Source: an optimization exercise on an open RTL-to-GDS flow (aim: small area and a short achievable clock period). Production flows keep margins and buffers that such runs may drop.
Where RTL was checked, it was by simulation tests only, not by an equivalence proof against the original.
No driver is modelled on the clock port, so clocking that relies on it looks cheaper here than on a real chip.
Power and IR drop assume default switching activity.

Setup of 08-09:
==> module spidergon_node, before the edit <==
module spidergon_node #(
	parameter logic [noc_pkg::node_w-1:0] node_id = 0
) (
	input logic clk,
	input logic reset,
	input logic [noc_pkg::flit_w-1:0] in_flit_across,
	input logic [noc_pkg::flit_w-1:0] in_flit_clockwise,
	input logic [noc_pkg::flit_w-1:0] in_flit_anticlockwise,
	input logic [noc_pkg::num_ports-1:0] in_valid,
	output logic [noc_pkg::num_ports*noc_pkg::num_vcs-1:0] vc_free,
	output logic [noc_pkg::num_ports*noc_pkg::num_vcs-1:0] vc_full,
	output logic [noc_pkg::flit_w-1:0] out_flit_across,
	output logic [noc_pkg::flit_w-1:0] out_flit_clockwise,
	output logic [noc_pkg::flit_w-1:0] out_flit_anticlockwise,
	output logic [noc_pkg::num_ports-1:0] out_valid,
	input logic [noc_pkg::num_ports*noc_pkg::num_vcs-1:0] adj_vc_free,
	input logic [noc_pkg::num_ports*noc_pkg::num_vcs-1:0] adj_vc_full,
	output logic [noc_pkg::flit_w-1:0] eject_flit,
	output logic eject_valid
);
	localparam int nb = 6;
	localparam int sw = 17;
	logic [2:0][noc_pkg::flit_w-1:0] in_f;
	assign in_f[0] = in_flit_anticlockwise;
	assign in_f[1] = in_flit_clockwise;
	assign in_f[2] = in_flit_across;
	logic [nb-1:0][sw-1:0] mem0, mem1;
	logic [nb-1:0] rd;        
	logic [nb-1:0] rdb;       
	logic [nb-1:0] ne;        
	logic [nb-1:0] full;
	logic [nb-1:0] free;      
	logic [nb-1:0][1:0] ldir;
	logic [nb-1:0] wr_en;
	logic [nb-1:0] deq;
	logic [nb-1:0][1:0] fk;   
	logic [nb-1:0][2:0] fdest;
	logic [nb-1:0] head;      
	logic [nb-1:0][1:0] dir;
	logic [nb-1:0][sw-1:0] back;
	logic [3:0][nb-1:0] sel_q;
	logic [3:0] valid_q;       
	logic [3:0][nb-1:0] lk;
	logic [3:0][nb-1:1] mask;
	logic [3:0][nb-1:0] req;
	logic [3:0][nb-1:0] grant;
	for (genvar b = 0; b < nb; b++)
	begin : g_buf
		localparam int p = b / 2;
		localparam int v = b % 2;
		logic [sw-1:0] fr;
		assign wr_en[b] = in_valid[p] && (in_f[p][15] == v) && !full[b];
		assign fr = rd[b] ? mem1[b] : mem0[b];
		assign back[b] = rdb[b] ? mem0[b] : mem1[b];
		assign fk[b] = fr[16:15];
		assign fdest[b] = fr[14:12];
		assign head[b] = fk[b][0];
		assign dir[b] = head[b] ? noc_pkg::route_dir(fdest[b], node_id) : ldir[b];
		always_ff @(posedge clk)
		begin
			if (wr_en[b] && !(rd[b] ^ ne[b]))
				mem0[b] <= {in_f[p][17:16], in_f[p][14:0]};
			if (wr_en[b] && (rd[b] ^ ne[b]))
				mem1[b] <= {in_f[p][17:16], in_f[p][14:0]};
		end
		always_ff @(posedge clk)
		begin
			rd[b] <= (rd[b] && !reset) ^ deq[b];
			rdb[b] <= (rdb[b] && !reset) ^ deq[b];
		end
		always_ff @(posedge clk)
		begin
			if (reset)
			begin
				ne[b] <= 1'b0;
				full[b] <= 1'b0;
				free[b] <= 1'b1;
				ldir[b] <= noc_pkg::port_local;
			end
			else
			begin
				ne[b] <= wr_en[b] || (ne[b] && !(deq[b] && !full[b]));
				full[b] <= full[b] ? !deq[b] : (ne[b] && wr_en[b] && !deq[b]);
				if (wr_en[b] && in_f[p][16])
					free[b] <= 1'b0;
				else if (deq[b] && (fk[b][1] == fk[b][0]))
					free[b] <= 1'b1;
				if (ne[b] && fk[b] == noc_pkg::kind_head)
					ldir[b] <= dir[b];
			end
		end
		assign deq[b] = grant[0][b] | grant[1][b] | grant[2][b] | grant[3][b];
	end
	assign vc_free = free;
	assign vc_full = full;
	for (genvar o = 0; o < 4; o++)
	begin : g_out
		logic [nb-1:0] hi;
				logic [nb-1:1] kill;
		logic [sw-1:0] of;
		for (genvar b = 0; b < nb; b++)
		begin : g_req
			logic ok_lock;
			logic ok_flow;
			assign ok_lock = !(|lk[o]) || lk[o][b];
			if (o == 3)
				assign ok_flow = 1'b1;
			else
				assign ok_flow = !adj_vc_full[o*2 + b%2] && (!head[b] || adj_vc_free[o*2 + b%2]);
			assign req[o][b] = ne[b] && (dir[b] == o) && ok_lock && ok_flow;
		end
		assign hi = req[o] & {mask[o], 1'b0};
		for (genvar b = 0; b < nb; b++)
		begin : g_grant
			if (b == 0)
				assign grant[o][b] = req[o][b] && !(|hi);
			else
				assign grant[o][b] = req[o][b] && (mask[o][b] ? !(|hi[b-1:0]) :
					!(|hi) && !(|req[o][b-1:0]));
			if (b > 0)
				assign kill[b] = |grant[o][b-1:0];
		end
		always_ff @(posedge clk)
		begin
			if (reset)
			begin
				sel_q[o] <= '0;
				valid_q[o] <= 1'b0;
				lk[o] <= '0;
				mask[o] <= '0;
			end
			else
			begin
				sel_q[o] <= grant[o];
				valid_q[o] <= |req[o];
				for (int b = 0; b < nb; b++)
				begin
					if (grant[o][b])
						lk[o][b] <= (fk[b] == noc_pkg::kind_head) ||
							(fk[b] != noc_pkg::kind_tail && lk[o][b]);
				end
				if (|req[o])
					mask[o] <= kill[nb-1:1];
			end
		end
		always_comb
		begin
			of = '0;
			for (int b = 0; b < nb; b++)
				if (sel_q[o][b])
					of = of | back[b];
		end
		assign g_out_flit[o] = {of[16:15], sel_q[o][1] | sel_q[o][3] | sel_q[o][5], of[14:0]};
		assign g_out_valid[o] = valid_q[o];
	end
	logic [3:0][noc_pkg::flit_w-1:0] g_out_flit;
	logic [3:0] g_out_valid;
	assign out_flit_anticlockwise = g_out_flit[0];
	assign out_flit_clockwise = g_out_flit[1];
	assign out_flit_across = g_out_flit[2];
	assign eject_flit = g_out_flit[3];
	assign out_valid = g_out_valid[2:0];
	assign eject_valid = g_out_valid[3];
endmodule
Settings: LEC_CHECK=0, CAP_MARGIN=20, CORE_MARGIN=2, CORE_UTILIZATION=60, CTS_CLUSTER_DIAMETER=100, CTS_CLUSTER_SIZE=20, PLACE_DENSITY=0.75, SETUP_SLACK_MARGIN=2.8, SLEW_MARGIN=20, TNS_END_PERCENT=0; clock period 6.0 ns.
standard.sh (not shown) runs the stock make flow with config.mk's settings and CLKGATE_MAP_FILE= SYNTH_SCRIPT=/design/flow/synth_recipe.tcl, a recipe that flattens the netlist after the stock synthesis.
==> flow/flow/run.sh <==
#!/bin/bash
# The standard layout with two changes: plain buf_2 cells as the port buffers (every
# port still gets its own buffer), and before clock tree synthesis the flip-flops that
# drive many loads are given a stronger drive (same cell type, dfxtp_1 -> dfxtp_4)
set -euo pipefail
here=$(pwd)
export BUFFER_PORTS_ARGS="-buffer_cell sky130_fd_sc_hd__buf_2"
export PRE_CTS_TCL="$here/flow/upsize.tcl"
export UPSIZE_FANOUT=8
bash standard.sh > standard_flow.log 2>&1
==> flow/flow/upsize.tcl <==
# size up weak flip-flops that drive many loads (drive strength only, same cell type)
set n 0
foreach inst [all_registers] {
  set master [get_property $inst ref_name]
  if {$master eq "sky130_fd_sc_hd__dfxtp_1"} {
    set q [get_pins -of_objects $inst -filter "direction==output"]
    set fo [llength [get_pins -of_objects [get_nets -of_objects $q] -filter "direction==input"]]
    if {$fo >= $::env(UPSIZE_FANOUT)} { replace_cell $inst sky130_fd_sc_hd__dfxtp_4; incr n }
  }
}
puts "upsized $n flip-flops"
Modified inputs, 07-19 compared to 08-09
==> flow/design.v, changed modules only <==
module spidergon_node #(
	parameter logic [noc_pkg::node_w-1:0] node_id = 0
) (
	input logic clk,
	input logic reset,
	input logic [noc_pkg::flit_w-1:0] in_flit_across,
	input logic [noc_pkg::flit_w-1:0] in_flit_clockwise,
	input logic [noc_pkg::flit_w-1:0] in_flit_anticlockwise,
	input logic [noc_pkg::num_ports-1:0] in_valid,
	output logic [noc_pkg::num_ports*noc_pkg::num_vcs-1:0] vc_free,
	output logic [noc_pkg::num_ports*noc_pkg::num_vcs-1:0] vc_full,
	output logic [noc_pkg::flit_w-1:0] out_flit_across,
	output logic [noc_pkg::flit_w-1:0] out_flit_clockwise,
	output logic [noc_pkg::flit_w-1:0] out_flit_anticlockwise,
	output logic [noc_pkg::num_ports-1:0] out_valid,
	input logic [noc_pkg::num_ports*noc_pkg::num_vcs-1:0] adj_vc_free,
	input logic [noc_pkg::num_ports*noc_pkg::num_vcs-1:0] adj_vc_full,
	output logic [noc_pkg::flit_w-1:0] eject_flit,
	output logic eject_valid
);
	localparam int nb = 6;
	localparam int sw = 17;
	logic [2:0][noc_pkg::flit_w-1:0] in_f;
	assign in_f[0] = in_flit_anticlockwise;
	assign in_f[1] = in_flit_clockwise;
	assign in_f[2] = in_flit_across;
	logic [nb-1:0][sw-1:0] mem0, mem1;
	logic [nb-1:0] rd;        
	logic [nb-1:0] ne;        
	logic [nb-1:0] full;
	logic [nb-1:0] free;      
	logic [nb-1:0][1:0] ldir;
	logic [nb-1:0] wr_en;
	logic [nb-1:0] deq;
	logic [nb-1:0][1:0] fk;   
	logic [nb-1:0][2:0] fdest;
	logic [nb-1:0] head;      
	logic [nb-1:0][1:0] dir;
	logic [nb-1:0][sw-1:0] back;
	logic [3:0][nb-1:0] sel_q;
	logic [3:0][nb-1:0] lk;
	logic [3:0][nb-1:1] mask;
	logic [3:0][nb-1:0] req;
	logic [3:0][nb-1:0] grant;
	for (genvar b = 0; b < nb; b++)
	begin : g_buf
		localparam int p = b / 2;
		localparam int v = b % 2;
		logic [sw-1:0] fr;
		assign wr_en[b] = in_valid[p] && (in_f[p][15] == v) && !full[b];
		assign fr = rd[b] ? mem1[b] : mem0[b];
		assign back[b] = rd[b] ? mem0[b] : mem1[b];
		assign fk[b] = fr[16:15];
		assign fdest[b] = fr[14:12];
		assign head[b] = fk[b][0];
		assign dir[b] = head[b] ? noc_pkg::route_dir(fdest[b], node_id) : ldir[b];
		always_ff @(posedge clk)
		begin
			if (wr_en[b] && !(rd[b] ^ ne[b]))
				mem0[b] <= {in_f[p][17:16], in_f[p][14:0]};
			if (wr_en[b] && (rd[b] ^ ne[b]))
				mem1[b] <= {in_f[p][17:16], in_f[p][14:0]};
		end
		always_ff @(posedge clk)
		begin
			if (reset)
			begin
				rd[b] <= 1'b0;
				ne[b] <= 1'b0;
				full[b] <= 1'b0;
				free[b] <= 1'b1;
				ldir[b] <= noc_pkg::port_local;
			end
			else
			begin
				rd[b] <= rd[b] ^ deq[b];
				ne[b] <= wr_en[b] || (ne[b] && !(deq[b] && !full[b]));
				full[b] <= full[b] ? !deq[b] : (ne[b] && wr_en[b] && !deq[b]);
				if (wr_en[b] && in_f[p][16])
					free[b] <= 1'b0;
				else if (deq[b] && (fk[b][1] == fk[b][0]))
					free[b] <= 1'b1;
				if (ne[b] && fk[b] == noc_pkg::kind_head)
					ldir[b] <= dir[b];
			end
		end
		assign deq[b] = grant[0][b] | grant[1][b] | grant[2][b] | grant[3][b];
	end
	assign vc_free = free;
	assign vc_full = full;
	for (genvar o = 0; o < 4; o++)
	begin : g_out
		logic [nb-1:0] hi;
				logic [nb-1:1] kill;
		logic [sw-1:0] of;
		for (genvar b = 0; b < nb; b++)
		begin : g_req
			logic ok_lock;
			logic ok_flow;
			assign ok_lock = !(|lk[o]) || lk[o][b];
			if (o == 3)
				assign ok_flow = 1'b1;
			else
				assign ok_flow = !adj_vc_full[o*2 + b%2] && (!head[b] || adj_vc_free[o*2 + b%2]);
			assign req[o][b] = ne[b] && (dir[b] == o) && ok_lock && ok_flow;
		end
		assign hi = req[o] & {mask[o], 1'b0};
		for (genvar b = 0; b < nb; b++)
		begin : g_grant
			if (b == 0)
				assign grant[o][b] = req[o][b] && !(|hi);
			else
				assign grant[o][b] = req[o][b] && (mask[o][b] ? !(|hi[b-1:0]) :
					!(|hi) && !(|req[o][b-1:0]));
			if (b > 0)
				assign kill[b] = |grant[o][b-1:0];
		end
		always_ff @(posedge clk)
		begin
			if (reset)
			begin
				sel_q[o] <= '0;
				lk[o] <= '0;
				mask[o] <= '0;
			end
			else
			begin
				sel_q[o] <= grant[o];
				for (int b = 0; b < nb; b++)
				begin
					if (grant[o][b])
						lk[o][b] <= (fk[b] == noc_pkg::kind_head) ||
							(fk[b] != noc_pkg::kind_tail && lk[o][b]);
				end
				if (|req[o])
					mask[o] <= kill[nb-1:1];
			end
		end
		always_comb
		begin
			of = '0;
			for (int b = 0; b < nb; b++)
				if (sel_q[o][b])
					of = of | back[b];
		end
		assign g_out_flit[o] = {of[16:15], sel_q[o][1] | sel_q[o][3] | sel_q[o][5], of[14:0]};
		assign g_out_valid[o] = |sel_q[o];
	end
	logic [3:0][noc_pkg::flit_w-1:0] g_out_flit;
	logic [3:0] g_out_valid;
	assign out_flit_anticlockwise = g_out_flit[0];
	assign out_flit_clockwise = g_out_flit[1];
	assign out_flit_across = g_out_flit[2];
	assign eject_flit = g_out_flit[3];
	assign out_valid = g_out_valid[2:0];
	assign eject_valid = g_out_valid[3];
endmodule
[summary]
- Relative to 08-09, portion of total power attributed to sequential cells has gone up in 07-19.
- Row detailed route wirelength on metal2: 07-19 higher / 08-09 lower
- Non-clock buffer count: 08-09 and 07-19 compared, lower one is 08-09
- Compared with 08-09, in 07-19 number of global-route vias before repair increased 218, sequential standard cell area decreased 2.8%.
- Diff 08-09 -> 07-19: share of synthesized area occupied by flip-flops and latches rose by 0.19 points, summed instance area of the synthesized netlist lower, total power of the final layout now smaller.
- Per the comparison of 07-19 with 08-09, cell total after placement decreased 0.92%; worst-case reg-to-reg path depth increased 4.
- Setup slack: 07-19 less than 08-09
No functional check of the RTL was part of 08-09.

v6:
The RTL this note starts from:
==> flow/design.v <==
package noc_pkg;
	localparam int num_nodes = 8;
	localparam int node_w = $clog2(num_nodes);
	localparam int num_ports = 3;
	localparam int num_vcs = 2;
	localparam int vc_w = $clog2(num_vcs);
	localparam int vc_depth = 2;
	localparam int flit_data_w = 15;
	localparam int flit_w = 2 + vc_w + flit_data_w;
	localparam int kind_lsb = vc_w + flit_data_w;
	localparam int vc_lsb = flit_data_w;
	localparam logic [1:0] port_anticlockwise = 2'd0;
	localparam logic [1:0] port_clockwise = 2'd1;
	localparam logic [1:0] port_across = 2'd2;
	localparam logic [1:0] port_local = 2'd3;
	localparam logic [1:0] kind_tail = 2'b00;
	localparam logic [1:0] kind_head = 2'b01;
	localparam logic [1:0] kind_body = 2'b10;
	localparam logic [1:0] kind_header = 2'b11;
	function automatic logic [1:0] route_dir(input logic [2:0] dest,
		input logic [2:0] cur);
		logic [2:0] d;
		d = dest - cur;
		case (d)
			3'd0: route_dir = port_local;
			3'd1, 3'd2: route_dir = port_clockwise;
			3'd6, 3'd7: route_dir = port_anticlockwise;
			default: route_dir = port_across;
		endcase
	endfunction
endpackage
`timescale 1ns/100ps
module spidergon_node #(
	parameter logic [noc_pkg::node_w-1:0] node_id = 0
) (
	input logic clk,
	input logic reset,
	input logic [noc_pkg::flit_w-1:0] in_flit_across,
	input logic [noc_pkg::flit_w-1:0] in_flit_clockwise,
	input logic [noc_pkg::flit_w-1:0] in_flit_anticlockwise,
	input logic [noc_pkg::num_ports-1:0] in_valid,
	output logic [noc_pkg::num_ports*noc_pkg::num_vcs-1:0] vc_free,
	output logic [noc_pkg::num_ports*noc_pkg::num_vcs-1:0] vc_full,
	output logic [noc_pkg::flit_w-1:0] out_flit_across,
	output logic [noc_pkg::flit_w-1:0] out_flit_clockwise,
	output logic [noc_pkg::flit_w-1:0] out_flit_anticlockwise,
	output logic [noc_pkg::num_ports-1:0] out_valid,
	input logic [noc_pkg::num_ports*noc_pkg::num_vcs-1:0] adj_vc_free,
	input logic [noc_pkg::num_ports*noc_pkg::num_vcs-1:0] adj_vc_full,
	output logic [noc_pkg::flit_w-1:0] eject_flit,
	output logic eject_valid
);
	localparam int nb = 6;
	localparam int sw = 17;
	logic [2:0][noc_pkg::flit_w-1:0] in_f;
	assign in_f[0] = in_flit_anticlockwise;
	assign in_f[1] = in_flit_clockwise;
	assign in_f[2] = in_flit_across;
	logic [nb-1:0][sw-1:0] mem0, mem1;
	logic [nb-1:0] rd;        
	logic [nb-1:0] ne;        
	logic [nb-1:0] full;
	logic [nb-1:0] free;      
	logic [nb-1:0][1:0] ldir;
	logic [nb-1:0] wr_en;
	logic [nb-1:0] deq;
	logic [nb-1:0][1:0] fk;   
	logic [nb-1:0][2:0] fdest;
	logic [nb-1:0] head;      
	logic [nb-1:0][1:0] dir;
	logic [nb-1:0][sw-1:0] back;
	logic [3:0][nb-1:0] sel_q;
	logic [3:0][nb-1:0] lk;
	logic [3:0][nb-1:1] mask;
	logic [3:0][nb-1:0] req;
	logic [3:0][nb-1:0] grant;
	for (genvar b = 0; b < nb; b++)
	begin : g_buf
		localparam int p = b / 2;
		localparam int v = b % 2;
		logic [sw-1:0] fr;
		assign wr_en[b] = in_valid[p] && (in_f[p][15] == v) && !full[b];
		assign fr = rd[b] ? mem1[b] : mem0[b];
		assign back[b] = rd[b] ? mem0[b] : mem1[b];
		assign fk[b] = fr[16:15];
		assign fdest[b] = fr[14:12];
		assign head[b] = fk[b][0];
		assign dir[b] = head[b] ? noc_pkg::route_dir(fdest[b], node_id) : ldir[b];
		always_ff @(posedge clk)
		begin
			if (wr_en[b] && !(rd[b] ^ ne[b]))
				mem0[b] <= {in_f[p][17:16], in_f[p][14:0]};
			if (wr_en[b] && (rd[b] ^ ne[b]))
				mem1[b] <= {in_f[p][17:16], in_f[p][14:0]};
		end
		always_ff @(posedge clk)
		begin
			if (reset)
			begin
				rd[b] <= 1'b0;
				ne[b] <= 1'b0;
				full[b] <= 1'b0;
				free[b] <= 1'b1;
				ldir[b] <= noc_pkg::port_local;
			end
			else
			begin
				rd[b] <= rd[b] ^ deq[b];
				ne[b] <= wr_en[b] || (ne[b] && !(deq[b] && !full[b]));
				full[b] <= full[b] ? !deq[b] : (ne[b] && wr_en[b] && !deq[b]);
				if (wr_en[b] && in_f[p][16])
					free[b] <= 1'b0;
				else if (deq[b] && (fk[b][1] == fk[b][0]))
					free[b] <= 1'b1;
				if (ne[b] && fk[b] == noc_pkg::kind_head)
					ldir[b] <= dir[b];
			end
		end
		assign deq[b] = grant[0][b] | grant[1][b] | grant[2][b] | grant[3][b];
	end
	assign vc_free = free;
	assign vc_full = full;
	for (genvar o = 0; o < 4; o++)
	begin : g_out
		logic [nb-1:0] hi;
				logic [nb-1:1] kill;
		logic [sw-1:0] of;
		for (genvar b = 0; b < nb; b++)
		begin : g_req
			logic ok_lock;
			logic ok_flow;
			assign ok_lock = !(|lk[o]) || lk[o][b];
			if (o == 3)
				assign ok_flow = 1'b1;
			else
				assign ok_flow = !adj_vc_full[o*2 + b%2] && (!head[b] || adj_vc_free[o*2 + b%2]);
			assign req[o][b] = ne[b] && (dir[b] == o) && ok_lock && ok_flow;
		end
		assign hi = req[o] & {mask[o], 1'b0};
		for (genvar b = 0; b < nb; b++)
		begin : g_grant
			if (b == 0)
				assign grant[o][b] = req[o][b] && !(|hi);
			else
				assign grant[o][b] = req[o][b] && (mask[o][b] ? !(|hi[b-1:0]) :
					!(|hi) && !(|req[o][b-1:0]));
			if (b > 0)
				assign kill[b] = |grant[o][b-1:0];
		end
		always_ff @(posedge clk)
		begin
			if (reset)
			begin
				sel_q[o] <= '0;
				lk[o] <= '0;
				mask[o] <= '0;
			end
			else
			begin
				sel_q[o] <= grant[o];
				for (int b = 0; b < nb; b++)
				begin
					if (grant[o][b])
						lk[o][b] <= (fk[b] == noc_pkg::kind_head) ||
							(fk[b] != noc_pkg::kind_tail && lk[o][b]);
				end
				if (|req[o])
					mask[o] <= kill[nb-1:1];
			end
		end
		always_comb
		begin
			of = '0;
			for (int b = 0; b < nb; b++)
				if (sel_q[o][b])
					of = of | back[b];
		end
		assign g_out_flit[o] = {of[16:15], sel_q[o][1] | sel_q[o][3] | sel_q[o][5], of[14:0]};
		assign g_out_valid[o] = |sel_q[o];
	end
	logic [3:0][noc_pkg::flit_w-1:0] g_out_flit;
	logic [3:0] g_out_valid;
	assign out_flit_anticlockwise = g_out_flit[0];
	assign out_flit_clockwise = g_out_flit[1];
	assign out_flit_across = g_out_flit[2];
	assign eject_flit = g_out_flit[3];
	assign out_valid = g_out_valid[2:0];
	assign eject_valid = g_out_valid[3];
endmodule
clock: 6.0 ns
lec_check: 0
cap_margin: 20
core_margin: 2
core_utilization: 60
cts_cluster_diameter: 100
cts_cluster_size: 20
setup_slack_margin: 2.8
slew_margin: 20
tns_end_percent: 0
==> flow/flow/run.sh <==
#!/bin/bash
# The standard layout, with plain buf_2 cells as the port buffers instead of the
# delay-cell buffers buffer_ports would pick; every port still gets its own buffer
set -euo pipefail
export BUFFER_PORTS_ARGS="-buffer_cell sky130_fd_sc_hd__buf_2"
bash standard.sh > standard_flow.log 2>&1
v6 reached the final stage; the timing, DRC and antenna checks on its layout passed.
Here is what was changed in the inputs of v7 compared with v6.
-- flow/design.v --
<<< v6, line 96
		always_ff @(posedge clk)
		begin
			if (reset)
			begin
				rd[b] <= 1'b0;
				ne[b] <= 1'b0;
				full[b] <= 1'b0;
>>> v7, line 96
		always_ff @(posedge clk)
		begin
			rd[b] <= rd[b] ^ deq[b];
		end
		always_ff @(posedge clk)
		begin
			if (reset)
			begin
				ne[b] <= 1'b0;
				full[b] <= 1'b0;
<<< v6, line 106
			else
			begin
				rd[b] <= rd[b] ^ deq[b];
				ne[b] <= wr_en[b] || (ne[b] && !(deq[b] && !full[b]));
				full[b] <= full[b] ? !deq[b] : (ne[b] && wr_en[b] && !deq[b]);
>>> v7, line 109
			else
			begin
				ne[b] <= wr_en[b] || (ne[b] && !(deq[b] && !full[b]));
				full[b] <= full[b] ? !deq[b] : (ne[b] && wr_en[b] && !deq[b]);
Results
Power attributed to sequential cells of v7 exceeds that of v6 by more than 10%.
v6 has a higher final critical-path share of the clock period than v7.
v7 reports its worst setup path startpoint as sel_q[4]$_SDFF_PP0_ while v6 reports sel_q[20]$_SDFF_PP0_.
Taking v6 as the reference, in v7 sequential share of layout area grew by 2.4 points; fraction of area in multi-input gates shrank by 0.83 points; utilization shrank by 4.3 points; portion of total power attributed to the clock network shrank by 6.4 points; aggregate global-route resource usage shrank by 2.2 points.

## port drivers added, routing unchanged
The results above use ideal ports. As a check the final layouts listed here were re-extracted and re-timed, cells and wires unchanged.
Step 1 assumes that a clkbuf_16 drives the clock port and a buf_2 every other input.
Step 2 adds t to the input delays and takes it off the output delays; t is the mean of the earliest and latest rising clock arrival at the registers after step 1. Input paths then give back, and output paths get back, about the clock's delay inside the block.
Three values: ideal ports, drivers, drivers and shift; two values: the first two.
run | shift t [ns] | setup WS [ns] | latest minus earliest clock arrival (ns) | worst register clock-pin slew, ns | cell pins on the clock port's net
08-09 | 0.571 | 2.705 / 2.653 / 2.400 | 0.036 / 0.036 | 0.09 / 0.09 | 1
07-19 | 0.569 | 2.630 / 2.603 / 2.336 | 0.022 / 0.023 | 0.10 / 0.10 | 1
v6 | 0.571 | 2.639 / 2.590 / 2.490 | 0.023 / 0.023 | 0.10 / 0.10 | 1
v7 | 0.566 | 2.675 / 2.624 / 2.472 | 0.017 / 0.016 | 0.09 / 0.09 | 1
After both steps every run listed still meets setup and hold. The setup slack of 08-09, which loses most, moves by -0.052 ns with the drivers and by -0.305 ns with both steps.
